What follows belongs to an exercise in optimizing a design on an open flow for small area, a short achievable clock period and few clock cycles per item; a production flow would make more cautious choices. In this exercise RTL edits were held to simulation tests only and were not proved equivalent to the original. Power is estimated from default activity; no workload was simulated.

== TR ==
## mips_core_top
module mips_core_top
#(
  parameter int unsigned IMEM_AW = 8,
  parameter int unsigned DMEM_AW = 6
) (
  input  wire logic          clk,
  input  wire logic          rst_n_i,
  input  wire mips_isa_pkg::instr_t        imem_data_i,
  output logic [IMEM_AW-1:0] imem_addr_o,
  output logic               wb_en_o,
  output mips_isa_pkg::reg_idx_t           wb_reg_o,
  output mips_core_pkg::word_t              wb_data_o
);
  logic        hold;       
  logic        ex_wr_q, ex_ld_q, ex_st_q;
  logic [4:0]  ex_d_q;
  logic        mem_wr_q, mem_ld_q, mem_st_q;
  logic [4:0]  mem_d_q;
  logic [31:0] r1_q;       
  logic [31:0] r2_q;       
  logic        wb_v_q;
  logic [4:0]  wb_d_q;
  logic [IMEM_AW-1:0] pc_q;
  logic [31:0]        ir_q;
  logic               ir_v_q;
  logic [31:1]        rs_oh_q, rt_oh_q;    
  logic               byp_s_q, byp_t_q;    
  always_ff @(posedge clk or negedge rst_n_i) begin
    if (!rst_n_i) begin
      pc_q   <= '0;
      ir_v_q <= 1'b0;
    end else begin
      if (!hold) pc_q <= pc_q + 1'b1;
      ir_v_q <= !hold;
    end
  end
  always_ff @(posedge clk) begin
    ir_q <= imem_data_i;
    for (int i = 1; i < 32; i++) begin
      rs_oh_q[i] <= (imem_data_i[25:21] == 5'(i));
      rt_oh_q[i] <= (imem_data_i[20:16] == 5'(i));
    end
  end
  always_ff @(posedge clk) begin
    byp_s_q <= mem_wr_q && (mem_d_q == imem_data_i[25:21]);
    byp_t_q <= mem_wr_q && (mem_d_q == imem_data_i[20:16]);
  end
  assign imem_addr_o = pc_q;
  logic [5:0]  op;
  logic [4:0]  rs, rt, rd;
  logic [5:0]  fn;
  logic [15:0] imm;
  assign op  = ir_q[31:26];
  assign rs  = ir_q[25:21];
  assign rt  = ir_q[20:16];
  assign rd  = ir_q[15:11];
  assign fn  = ir_q[5:0];
  assign imm = ir_q[15:0];
  logic is_r, is_addi, is_lw, is_sw;
  assign is_r    = (op == 6'h00);
  assign is_addi = (op == 6'h08);
  assign is_lw   = (op == 6'h23);
  assign is_sw   = (op == 6'h2b);
  logic [4:0] id_dest;
  logic       id_wr;
  assign id_dest = is_r ? rd : rt;
  ...
Size: about 80 I/O pins, ~130000 um^2 of cells after synthesis.
export LEC_CHECK = 0
export CAP_MARGIN = 20
export CORE_MARGIN = 2
export CORE_UTILIZATION = 40
export CTS_CLUSTER_DIAMETER = 60
export CTS_CLUSTER_SIZE = 24
export SETUP_SLACK_MARGIN = 4.0
export SLEW_MARGIN = 20
export TNS_END_PERCENT = 5
create_clock -name core_clock -period 7.0 [get_ports {clk}]
standard.sh (not shown) runs the stock make flow with config.mk's settings and CLKGATE_MAP_FILE= SYNTH_SCRIPT=/design/flow/synth_recipe.tcl, a recipe that flattens the netlist after the stock synthesis.
==> flow/flow/run.sh <==
#!/bin/bash
# Own flow: the standard ORFS flow (standard.sh, all steps unchanged)
# with two additions:
#  - the port buffers are buf_4 cells (the default pick is a slow delay cell)
#  - after global routing, one more setup repair over every endpoint below
#    the margin (post_grt.tcl), then legalization and incremental routing
# The make output goes to standard.log; ORFS keeps each step's log under
# orfs/logs.
set -euo pipefail
here=$(cd "$(dirname "$0")" && pwd)
export BUFFER_PORTS_ARGS="-buffer_cell sky130_fd_sc_hd__buf_4"
export POST_GLOBAL_ROUTE_TCL="$here/post_grt.tcl"
export EXTRA_SETUP_MARGIN=3.8
export EXTRA_TNS=100
bash standard.sh > standard.log 2>&1
==> flow/flow/post_grt.tcl <==
# own flow: after global routing, a second setup repair over every endpoint
# below the margin, then legalize and update the global routes
puts "own flow: extra setup repair after global route, margin $::env(EXTRA_SETUP_MARGIN)"
estimate_parasitics -global_routing
report_worst_slack
global_route -start_incremental
repair_timing -setup -setup_margin $::env(EXTRA_SETUP_MARGIN) -repair_tns $::env(EXTRA_TNS) -verbose
detailed_placement
global_route -end_incremental
estimate_parasitics -global_routing
report_worst_slack
Testbench counts of TR, summed over its fixed seeds: cycles 19,426, instrs 18,432.
Here is what was changed in the inputs of JK compared with TR.
==> flow/run.sh (new file) <==
#!/bin/bash
# synth_recipe.tcl (not shown) runs the flow's synth.tcl, then flattens the netlist and writes it again
# the make line also repeats each setting of config.mk as NAME=value (left out here)
make -C /OpenROAD-flow-scripts/flow DESIGN_CONFIG=/design/flow/config.mk WORK_HOME=/design/flow/orfs CLKGATE_MAP_FILE= SYNTH_SCRIPT=/design/flow/synth_recipe.tcl finish
removed: flow/flow/run.sh
removed: flow/flow/post_grt.tcl
removed: flow/standard.sh
## What came out
- Going from TR to JK, total power rose about 1.4%; fmax fell 7.0 MHz; relative contribution of sequential cells to total power fell 0.9 points; sequential standard cell area about even; internal power summed over all cells rose 0.00044 W.
- Looking at global-route usage, JK sits 0.71 points above TR.

mips_core_top, a different RTL version from the one above (not shown whole).
Size in the first run: roughly 7700 cells after synthesis, roughly 3500 flip-flops, roughly 80 I/O pins.
clock: 7.0 ns
lec_check: 0
cap_margin: 20
core_margin: 2
core_utilization: 45
cts_cluster_diameter: 60
cts_cluster_size: 24
setup_slack_margin: 4.0
slew_margin: 20
tns_end_percent: 5
==> flow/flow/run.sh <==
#!/bin/bash
# Own flow: the standard ORFS flow (standard.sh, all steps unchanged)
# with two additions:
#  - the port buffers are buf_4 cells (the default pick is a slow delay cell)
#  - after global routing, one more setup repair over every endpoint below
#    the margin (post_grt.tcl), then legalization and incremental routing
# The make output goes to standard.log; ORFS keeps each step's log under
# orfs/logs.
set -euo pipefail
here=$(cd "$(dirname "$0")" && pwd)
export BUFFER_PORTS_ARGS="-buffer_cell sky130_fd_sc_hd__buf_4"
export POST_GLOBAL_ROUTE_TCL="$here/post_grt.tcl"
export EXTRA_SETUP_MARGIN=3.8
export EXTRA_TNS=100
bash standard.sh > standard.log 2>&1
==> flow/flow/post_grt.tcl <==
# own flow: after global routing, a second setup repair over every endpoint
# below the margin, then legalize and update the global routes
puts "own flow: extra setup repair after global route, margin $::env(EXTRA_SETUP_MARGIN)"
estimate_parasitics -global_routing
report_worst_slack
global_route -start_incremental
repair_timing -setup -setup_margin $::env(EXTRA_SETUP_MARGIN) -repair_tns $::env(EXTRA_TNS) -verbose
detailed_placement
global_route -end_incremental
estimate_parasitics -global_routing
report_worst_slack
The starting point finished with timing, DRC and antenna clean.
Testbench counts at the start, summed over its fixed seeds: cycles 19,426, instrs 18,432.
==> next run, changes <==
CORE_UTILIZATION = 40   (was 45)
The new run finished clean.
Area after synthesis stays the same.
Die area increases by 12%.
Combinational power rose by 6.2%.
Critical path depth is higher by 1.
First-iteration DRC count goes up by 2.5%.
Global-route usage goes down by 4.2 points.
Design area increases by 0.43%.
Core utilization drops by 5.5 points.
Worst setup slack improves by 0.13 ns.

== exp/tundra ==
Another version of the RTL of mips_core_top (not shown whole).
For scale: roughly 7700 cells after synthesis, ~3500 flip-flops, roughly 80 I/O pins, roughly 130000 µm² of cells after synthesis.
==> flow/config.mk <==
export PLATFORM = sky130hd
export DESIGN_NAME = mips_core_top
export DESIGN_NICKNAME = mips_core_top
export VERILOG_FILES = /design/flow/design.v
export SDC_FILE = /design/flow/constraint.sdc
export NUM_CORES = 4
export LEC_CHECK = 0
export CAP_MARGIN = 20
export CORE_MARGIN = 2
export CORE_UTILIZATION = 45
export CTS_CLUSTER_DIAMETER = 60
export CTS_CLUSTER_SIZE = 24
export SETUP_SLACK_MARGIN = 4.0
export SLEW_MARGIN = 20
export TNS_END_PERCENT = 5
==> flow/constraint.sdc <==
create_clock -name core_clock -period 7.0 [get_ports {clk}]
set_input_delay 1.4000 -clock core_clock [delete_from_list [all_inputs] [get_ports {clk}]]
set_output_delay 1.4000 -clock core_clock [all_outputs]
set_load 0.01 [all_outputs]
Scripts as last shown in full above: flow/flow/run.sh, flow/flow/post_grt.tcl
exp/tundra: all stages complete, timing, DRC and antenna checks passed
Testbench counts of exp/tundra, summed over its fixed seeds: cycles 19,426, instrs 18,432.
Input-level comparison between exp/nickel and exp/tundra:
Settings: swapping 45 for 40 in CORE_UTILIZATION.
Notes after the runs:
exp/nickel: full flow OK, the timing, DRC and antenna checks passed
Having completed the whole flow, exp/tundra delivered a layout that passed the timing, DRC and antenna checks.
exp/tundra → exp/nickel: total power of the final layout now smaller; number of diodes added for antenna fixing fell 19; minimum setup slack among reg-to-reg paths decreased by 70 ps relative to the old numbers; tightest slew margin relative to the limit went down; clock tree skew after final layout has decreased.
Compared exp/nickel vs exp/tundra, and sum of net half-perimeters after detailed placement is down in exp/nickel.
exp/nickel: total of cells resized after clock tree synthesis lower than exp/tundra
Total number of vias (exp/nickel over exp/tundra): decrease, 1134

-- what the ideal ports hide --
In the flow no input, the clock included, has a driving cell. The finished layouts below were timed again as built, in two steps.
Step 1 assumes that a clkbuf_16 drives the clock port and a buf_2 every other input.
Step 2 moves the port delays by t, midway between the first and last clock arrival at a register: inputs arrive t later, outputs are due t later. That takes back most of the time a late clock gives input paths.
Three values: no drivers, after step 1, after step 2; two values: the first two.
| run | t, ns | setup slack, ns | worst register clock-pin slew, ns | worst slew at a driven data input, ns | cell pins on the clock port's net |
|---|---|---|---|---|---|
| TR | 1.034 | 3.543 / 3.543 / 3.543 | 0.11 / 0.11 | 0.09 | 1 |
| JK | 1.037 | 3.458 / 3.458 / 3.262 | 0.10 / 0.10 | 0.08 | 1 |
| the first run of note 2 | 1.025 | 3.521 / 3.521 / 3.359 | 0.10 / 0.10 | 0.09 | 1 |
| the second run of note 2 | 1.037 | 3.647 / 3.647 / 3.349 | 0.10 / 0.10 | 0.11 | 1 |
| exp/tundra | 1.006 | 3.624 / 3.624 / 3.493 | 0.10 / 0.10 | 0.08 | 1 |
| exp/nickel | 1.028 | 3.550 / 3.550 / 3.252 | 0.10 / 0.10 | 0.26 | 1 |
After both steps every run listed still meets setup and hold.
